From an optimization exercise on the open Yosys and OpenROAD flow, aimed at small area, a short achievable clock period and few clock cycles; shortcuts taken in it are not production practice. In this exercise RTL edits were held to simulation tests only and were not proved equivalent to the original. No activity file was given, so power comes from the tool's default toggle rates.

Design sched_top, start of the top module:
module sched_top (
    input  logic               clk,
    input  logic               rst,
    input  logic               in_req,
    input  logic [15:0]        in_insn,
    input  logic               out_ack,
    output logic               in_ack,
    output logic               out_req,
    output logic [26:0]        out_result
);
    logic [15:0] rf [8];
    logic [7:0]  rs1_q, rs2_q;      
    logic [5:0]  imm_q;             
    logic        lui_q;             
    logic        sub_q, and_q, xor_q;
    logic [2:0]  rd_q;
    logic        rst_q;             
    logic        s1_v;              
    logic        s2_v;              
    logic        full;              
    logic        acc;               
    logic        mv;                
    logic [15:0] p_q, g_q;          
    logic        cin_q;
    logic [2:0]  rd_p;              
    logic [3:0]  op;
    logic [15:0] a, b, imm, p_d, g_d;
    logic        cin_d;
    logic [16:0] c;
    logic [15:0] pg_g [5];
    logic [15:0] pg_p [5];
    logic [15:0] sum;
    assign acc = in_req && !in_ack && !s1_v;
    assign mv  = s1_v && !s2_v && (!full || (out_req && out_ack));
    logic       d_def, d_reg, d_lui;
    logic [7:0] d_rs1, d_rs2;
    always_comb begin
        op    = in_insn[15:12];
  ...
clock: 7.0 ns
lec_check: 0
abc_clock_period_in_ps: 2300
cap_margin: 20
core_margin: 2
core_utilization: 75
cts_buf_list: sky130_fd_sc_hd__clkbuf_8
cts_cluster_diameter: 60
cts_cluster_size: 15
setup_slack_margin: 4.7
slew_margin: 60
standard.sh (not shown) runs the stock make flow with config.mk's settings and CLKGATE_MAP_FILE= SYNTH_SCRIPT=/design/flow/synth_recipe.tcl, a recipe that flattens the netlist after the stock synthesis.
==> flow/flow/run.sh <==
#!/bin/bash
# The standard ORFS layout (the standard.sh, with config.mk's settings),
# changed in two ways through ORFS's own variables:
#  - ports are buffered with buf_4 rather than the delay cell buffer_ports
#    picks by default (footprint matching then keeps that cell from being
#    resized into a plain buffer);
#  - clock tree synthesis adds no dummy loads.
set -euo pipefail
export BUFFER_PORTS_ARGS="-buffer_cell sky130_fd_sc_hd__buf_4"
export CTS_ARGS="-sink_clustering_enable -repair_clock_nets -dont_use_dummy_load -buf_list sky130_fd_sc_hd__clkbuf_8 -sink_clustering_size 15 -sink_clustering_max_diameter 60"
bash standard.sh > standard.log 2>&1
The starting point produced a clean layout.
Testbench counts at the start, summed over its fixed seeds: cycles 6,408.
Then changed:
ABC_AREA = 1   (was unset)
ABC_CLOCK_PERIOD_IN_PS = 2400   (was 2300)
CORE_UTILIZATION = 65   (was 75)
SETUP_SLACK_MARGIN = 4.6   (was 4.7)
SLEW_MARGIN = 20   (was 60)
Via count grows by roughly a tenth. Worst setup slack stays flat. Final area grows by a few percent.
Then changed:
--- a/flow/flow/run.sh
+++ b/flow/flow/run.sh
@@ -8,4 +8,4 @@
 set -euo pipefail
 export BUFFER_PORTS_ARGS="-buffer_cell sky130_fd_sc_hd__buf_4"
-export CTS_ARGS="-sink_clustering_enable -repair_clock_nets -dont_use_dummy_load -buf_list sky130_fd_sc_hd__clkbuf_8 -sink_clustering_size 15 -sink_clustering_max_diameter 60"
+export CTS_ARGS="-sink_clustering_enable -repair_clock_nets -dont_use_dummy_load -buf_list sky130_fd_sc_hd__clkbuf_16 -sink_clustering_size 25 -sink_clustering_max_diameter 80"
 bash standard.sh > standard.log 2>&1
ABC_AREA = unset   (was 1)
CTS_BUF_LIST = sky130_fd_sc_hd__clkbuf_16   (was sky130_fd_sc_hd__clkbuf_8)
CTS_CLUSTER_DIAMETER = 80   (was 60)
CTS_CLUSTER_SIZE = 25   (was 15)
Result: Wire length goes down by a few percent; area after synthesis shrinks by a little under a tenth; via count falls by about a fifth; total power rose slightly; sequential power hardly moves; sequential share of layout area went up by 4.3 points; critical path depth increases by 5; register-to-register slack is worse by 0.09 ns; hold slack is about the same; worst setup slack got worse by 0.0088 ns.
Then changed:
--- a/flow/flow/run.sh
+++ b/flow/flow/run.sh
@@ -8,4 +8,4 @@
 set -euo pipefail
 export BUFFER_PORTS_ARGS="-buffer_cell sky130_fd_sc_hd__buf_4"
-export CTS_ARGS="-sink_clustering_enable -repair_clock_nets -dont_use_dummy_load -buf_list sky130_fd_sc_hd__clkbuf_16 -sink_clustering_size 25 -sink_clustering_max_diameter 80"
+export CTS_ARGS="-sink_clustering_enable -repair_clock_nets -dont_use_dummy_load -buf_list sky130_fd_sc_hd__clkbuf_8 -sink_clustering_size 15 -sink_clustering_max_diameter 60"
 bash standard.sh > standard.log 2>&1
CORE_UTILIZATION = 75   (was 65)
CTS_BUF_LIST = sky130_fd_sc_hd__clkbuf_8   (was sky130_fd_sc_hd__clkbuf_16)
CTS_CLUSTER_DIAMETER = 60   (was 80)
CTS_CLUSTER_SIZE = 15   (was 25)
The new run finished clean.
Clock power decreases by roughly a tenth.
Worst setup slack improved by 0.0082 ns.
Core utilization went up by 11 points.
Wire length is higher slightly.
Final cell count hardly moves.
Area after synthesis does not change.
Total power drops by a few percent.
Clock-buffer cell count came out higher by 6.
Die area goes down by roughly a tenth.
First-iteration DRC count rises by about a fifth.
Sequential cell count does not change.


== amber ==
The RTL this note starts from:
==> flow/design.v <==
package sched_pkg;
    typedef enum logic [3:0] {
        OP_ADD  = 4'h0,
        OP_SUB  = 4'h1,
        OP_AND  = 4'h2,
        OP_XOR  = 4'h3,
        OP_ADDI = 4'h8,
        OP_LUI  = 4'h9                               
    } opcode_e;
    typedef struct packed {
        opcode_e                           opcode;
        logic [$clog2(8)-1:0]    rd;
        logic [$clog2(8)-1:0]    rs1;
        logic [$clog2(8)-1:0]    rs2;
        logic [2:0]                        spare;   
    } insn_reg_t;
    typedef struct packed {
        opcode_e                           opcode;
        logic [$clog2(8)-1:0]    rd;
        logic [$clog2(8)-1:0]    rs1;
        logic [5:0]                        imm;
    } insn_imm_t;
    typedef union packed {
        insn_reg_t r;
        insn_imm_t i;
    } insn_u;
    typedef struct packed {
        opcode_e                           opcode;
        logic [$clog2(8)-1:0]    rd;
        logic [$clog2(8)-1:0]    rs1;
        logic [$clog2(8)-1:0]    rs2;     
        logic [16-1:0]          imm;     
        logic                              is_imm;
        logic [8-1:0]           seq;
    } entry_t;
    typedef struct packed {
        logic [8-1:0]           seq;
        logic [$clog2(8)-1:0]    rd;
        logic [16-1:0]          value;
    } result_t;
endpackage
`timescale 1ns/1ps
module sched_top (
    input  logic               clk,
    input  logic               rst,
    input  logic               in_req,
    input  logic [15:0]        in_insn,
    input  logic               out_ack,
    output logic               in_ack,
    output logic               out_req,
    output logic [26:0]        out_result
);
    logic [15:0] rf [8];
    logic [7:0]  rs1_q, rs2_q;      
    logic [5:0]  imm_q;             
    logic        lui_q;             
    logic        sub_q, and_q, xor_q;
    logic [2:0]  rd_q;
    logic        rst_q;             
    logic        s1_v;              
    logic        s2_v;              
    logic        full;              
    logic        acc;               
    logic        mv;                
    logic [15:0] p_q, g_q;          
    logic        cin_q;
    logic [3:0]  op;
    logic [15:0] a, b, imm, p_d, g_d;
    logic        cin_d;
    logic [16:0] c;
    logic [15:0] pg_g [5];
    logic [15:0] pg_p [5];
    logic [15:0] sum;
    assign acc = in_req && !in_ack && !s1_v;
    assign mv  = s1_v && !s2_v && (!full || (out_req && out_ack));
    logic       d_def, d_reg, d_lui;
    logic [7:0] d_rs1, d_rs2;
    always_comb begin
        op    = in_insn[15:12];
        d_def = op == 4'h0 || op == 4'h1 || op == 4'h2 || op == 4'h3 || op == 4'h8 || op == 4'h9;
        d_reg = !op[3] && d_def;
        d_lui = op == 4'h9;
        d_rs1 = (d_def && !d_lui) ? (8'd1 << in_insn[8:6]) : 8'd0;
        d_rs2 = d_reg ? (8'd1 << in_insn[5:3]) : 8'd0;
    end
    always_comb begin
        a = '0;
        b = '0;
        for (int r = 0; r < 8; r++) begin
            a = a | (rf[r] & {16{rs1_q[r]}});
            b = b | (rf[r] & {16{rs2_q[r]}});
        end
        b = b | {imm_q & {6{lui_q}}, 4'd0, imm_q & {6{!lui_q}}};
        if (sub_q) b = ~b;
        p_d   = and_q ? (a & b) : (a ^ b);
        g_d   = (and_q || xor_q) ? 16'd0 : (a & b);
        cin_d = sub_q;
        g_d[0] = g_d[0] | (p_d[0] & cin_d);   
        pg_g[0] = g_q;
        pg_p[0] = p_q;
        for (int l = 1; l <= 4; l++) begin
            pg_g[l] = pg_g[l-1];
            pg_p[l] = pg_p[l-1];
            for (int i = 0; i < 16; i++) begin
                if (((i >> (l - 1)) & 1) == 1) begin
                    pg_g[l][i] = pg_g[l-1][i] | (pg_p[l-1][i] & pg_g[l-1][((i >> (l - 1)) << (l - 1)) - 1]);
                    pg_p[l][i] = pg_p[l-1][i] & pg_p[l-1][((i >> (l - 1)) << (l - 1)) - 1];
                end
            end
        end
        c   = {pg_g[4], cin_q};
        sum = p_q ^ c[15:0];
    end
    always_ff @(posedge clk) begin
        if (!s1_v) begin
            rs1_q <= d_rs1;
            rs2_q <= d_rs2;
            imm_q <= (op == 4'h8 || d_lui) ? in_insn[5:0] : 6'd0;
            lui_q <= d_lui;
            sub_q <= op == 4'h1;
            and_q <= op == 4'h2;
            xor_q <= op == 4'h3;
            rd_q  <= in_insn[11:9];
        end
    end
    always_ff @(posedge clk) begin
        p_q   <= rst ? 16'd0 : p_d;
        g_q   <= rst ? 16'd0 : g_d;
        cin_q <= rst ? 1'b0  : cin_d;
        rst_q <= rst;
    end
    always_ff @(posedge clk) begin
        for (int r = 0; r < 8; r++) begin
            if (rst_q || (s2_v && out_result[18:16] == 3'(r))) rf[r] <= sum;
        end
    end
    always_ff @(posedge clk) begin
        if (rst) begin
            in_ack            <= 1'b0;
            s1_v              <= 1'b0;
            s2_v              <= 1'b0;
            full              <= 1'b0;
            out_req           <= 1'b0;
            out_result[26:19] <= 8'hff;             
        end else begin
            if (acc)                    in_ack <= 1'b1;
            else if (in_ack && !in_req) in_ack <= 1'b0;
            if (acc)     s1_v <= 1'b1;
            else if (mv) s1_v <= 1'b0;
            s2_v <= mv;
            if (s2_v) begin
                full              <= 1'b1;
                out_req           <= !out_ack;
                out_result[26:19] <= out_result[26:19] + 8'd1;
            end else if (out_req && out_ack) begin
                full    <= 1'b0;
                out_req <= 1'b0;
            end else if (full && !out_req && !out_ack) begin
                out_req <= 1'b1;
            end
        end
    end
    always_ff @(posedge clk) begin
        if (mv)   out_result[18:16] <= rd_q;
        if (s2_v) out_result[15:0]  <= sum;
    end
endmodule
clock: 7.0 ns
lec_check: 0
abc_clock_period_in_ps: 2400
cap_margin: 20
core_margin: 2
core_utilization: 65
cts_buf_list: sky130_fd_sc_hd__clkbuf_8
setup_slack_margin: 4.6
slew_margin: 20
run.sh (not shown) runs the stock make flow with config.mk's settings and CLKGATE_MAP_FILE= SYNTH_SCRIPT=/design/flow/synth_recipe.tcl, a recipe that flattens the netlist after the stock synthesis.
Stock flow here: none of the scripts above is used.
Both conditions hold for amber: the flow ran to the end and the final layout passed the timing, DRC and antenna checks.
Testbench counts of amber, summed over its fixed seeds: cycles 6,408.
The inputs of sierra differ from those of amber as listed below.
# amber
export LEC_CHECK = 0
export ABC_CLOCK_PERIOD_IN_PS = 2400
export CAP_MARGIN = 20
export CORE_MARGIN = 2
export CORE_UTILIZATION = 65
export CTS_BUF_LIST = sky130_fd_sc_hd__clkbuf_8
export SETUP_SLACK_MARGIN = 4.6
export SLEW_MARGIN = 20
create_clock -name core_clock -period 7.0 [get_ports {clk}]
# sierra
export LEC_CHECK = 0
export ABC_CLOCK_PERIOD_IN_PS = 2400
export CAP_MARGIN = 20
export CORE_MARGIN = 2
export CORE_UTILIZATION = 65
export CTS_BUF_LIST = sky130_fd_sc_hd__clkbuf_8
export CTS_CLUSTER_DIAMETER = 60
export CTS_CLUSTER_SIZE = 15
export SETUP_SLACK_MARGIN = 4.6
export SLEW_MARGIN = 20
create_clock -name core_clock -period 7.0 [get_ports {clk}]
--- outcome ---
- On total power, the lower figure sits with sierra, not amber.
- amber -> sierra: flip-flop and latch count delta 0, exact match
- sierra ended up with a higher global-route wire length before repair than amber did.
- sierra gives more final worst-path cycle share than amber did.
- X dimension of the die across sierra and amber: no real change.
- Re post-layout instance count excluding filler cells: sierra and amber aren't equal, and the lower value belongs to sierra.
- Of sierra and amber, the run reporting the higher clock edge transition at the registers on the reported setup and hold paths was sierra.
Changes in xenon relative to sierra:
# sierra
export LEC_CHECK = 0
export ABC_CLOCK_PERIOD_IN_PS = 2400
export CAP_MARGIN = 20
export CORE_MARGIN = 2
export CORE_UTILIZATION = 65
export CTS_BUF_LIST = sky130_fd_sc_hd__clkbuf_8
export CTS_CLUSTER_DIAMETER = 60
export CTS_CLUSTER_SIZE = 15
export SETUP_SLACK_MARGIN = 4.6
export SLEW_MARGIN = 20
create_clock -name core_clock -period 7.0 [get_ports {clk}]
# xenon
export LEC_CHECK = 0
export ABC_CLOCK_PERIOD_IN_PS = 2400
export CAP_MARGIN = 20
export CORE_MARGIN = 2
export CORE_UTILIZATION = 40
export SETUP_SLACK_MARGIN = 4.6
export SLEW_MARGIN = 20
create_clock -name core_clock -period 7.0 [get_ports {clk}]
Findings:
Final design instance area without fill, xenon and sierra: larger value in xenon
Worst setup slack | xenon above sierra
Taking sierra as the reference, in xenon worst hold margin roughly the same, combinational share of power lower, number of well taps higher, arrival time at the worst endpoint lower, power higher.
## Diff of input files: willow against xenon
# xenon
export LEC_CHECK = 0
export ABC_CLOCK_PERIOD_IN_PS = 2400
export CAP_MARGIN = 20
export CORE_MARGIN = 2
export CORE_UTILIZATION = 40
export SETUP_SLACK_MARGIN = 4.6
export SLEW_MARGIN = 20
create_clock -name core_clock -period 7.0 [get_ports {clk}]
# willow
export LEC_CHECK = 0
export ABC_CLOCK_PERIOD_IN_PS = 2400
export CAP_MARGIN = 20
export CORE_MARGIN = 2
export CORE_UTILIZATION = 65
export CTS_BUF_LIST = sky130_fd_sc_hd__clkbuf_8
export SETUP_SLACK_MARGIN = 4.6
export SLEW_MARGIN = 20
create_clock -name core_clock -period 7.0 [get_ports {clk}]
==> flow/flow/run.sh (new file) <==
#!/bin/bash
set -euo pipefail
export CTS_ARGS="-sink_clustering_enable -repair_clock_nets -dont_use_dummy_load -buf_list sky130_fd_sc_hd__clkbuf_8"
bash standard.sh > standard.log 2>&1
==> flow/standard.sh (new file) <==
#!/bin/bash
# synth_recipe.tcl (not shown) runs the flow's synth.tcl, then flattens the netlist and writes it again
# the make line also repeats each setting of config.mk as NAME=value (left out here)
make -C /OpenROAD-flow-scripts/flow DESIGN_CONFIG=/design/flow/config.mk WORK_HOME=/design/flow/orfs CLKGATE_MAP_FILE= SYNTH_SCRIPT=/design/flow/synth_recipe.tcl "${@:-finish}"
removed: flow/run.sh
- Summary of the comparison: global-route usage is higher in willow, relative to xenon.
- xenon -> willow: fraction of the mapped netlist area in compound gates delta 0, exact match
- Diff xenon..willow | area of all sequential standard cells | negligible
- Via count of the first global-routing pass was lower in the run labelled willow.
- Min maximum frequency across xenon and willow: xenon
- Endpoint arrival time on the critical path down 0.02 ns in willow wrt xenon
- willow ended with less die boundary width than xenon.
- Compared to xenon, willow has worst setup slack for register-to-register paths 0.21 ns lower.
- Average detailed-routed wire length per instance, xenon and willow: higher on willow
- Every run in the comparison, xenon and willow, completed the flow with a clean layout.


RTL: the design.v shown in full above, as it stands there.
Settings: LEC_CHECK=0, ABC_CLOCK_PERIOD_IN_PS=2600, CAP_MARGIN=20, CORE_MARGIN=2, CORE_UTILIZATION=40, SETUP_SLACK_MARGIN=4.4, SLEW_MARGIN=20; clock period 7.0 ns.
Stock flow here: none of the scripts above is used.
Testbench counts at the start, summed over its fixed seeds: cycles 6,408.
Rerun with:
--- a/flow/config.mk
+++ b/flow/config.mk
@@ -7,7 +7,8 @@
 export LEC_CHECK = 0
-export ABC_CLOCK_PERIOD_IN_PS = 2600
+export ABC_CLOCK_PERIOD_IN_PS = 2300
 export CAP_MARGIN = 20
 export CORE_MARGIN = 2
-export CORE_UTILIZATION = 40
-export SETUP_SLACK_MARGIN = 4.4
+export CORE_UTILIZATION = 65
+export CTS_BUF_LIST = sky130_fd_sc_hd__clkbuf_8
+export SETUP_SLACK_MARGIN = 4.75
 export SLEW_MARGIN = 20
Critical path depth stays the same.
Total power falls by about 4%.
Non-clock buffer count rises by 32.
Worst setup slack is better by 95 ps.
Flip-flop and latch count is unchanged.
Combinational power rises by about 10%.
Clock skew rises by 4.7 ps.
Wire length rises by 0.43%.
Core utilization rises by 31 points.
Final area hardly moves.
Via count rises by 5.7%.

afterwards: timing with drivers on the ports:
No port has a modelled driver above. Below, the same layouts with a new extraction and two added sets of constraints. Step 1: set_driving_cell puts a clkbuf_16 on clk and a buf_2 on each other input, an assumption about the parent block. Step 2, shift: input delay + t, output delay - t, t = (earliest + latest rising clock arrival at the registers) / 2. This alone moves slack from input paths to output paths. a / b / c = ideal / step 1 / step 2; a / b = the first two.
| run | t (ns) | setup slack, ns | slew at the worst register clock pin (ns) |
|---|---|---|---|
| the first run of note 1 | 0.538 | 4.623 / 4.585 / 4.259 | 0.10 / 0.10 |
| the second run of note 1 | 0.550 | 4.622 / 4.580 / 4.150 | 0.10 / 0.10 |
| the third run of note 1 | 0.503 | 4.613 / 4.586 / 4.228 | 0.10 / 0.10 |
| the fourth run of note 1 | 0.538 | 4.621 / 4.586 / 4.212 | 0.10 / 0.10 |
| amber | 0.546 | 4.535 / 4.499 / 4.138 | 0.07 / 0.07 |
| sierra | 0.549 | 4.507 / 4.471 / 4.120 | 0.11 / 0.11 |
| xenon | 0.559 | 4.527 / 4.482 / 4.131 | 0.06 / 0.06 |
| willow | 0.529 | 4.547 / 4.511 / 4.178 | 0.06 / 0.06 |
| the first run of note 3 | 0.560 | 4.440 / 4.395 / 4.153 | 0.06 / 0.06 |
| the second run of note 3 | 0.544 | 4.535 / 4.499 / 4.278 | 0.07 / 0.07 |
After both steps setup and hold are still met in every run listed. The setup slack of the second run of note 1, which loses most, moves by -0.042 ns with the drivers and by -0.472 ns with both steps.
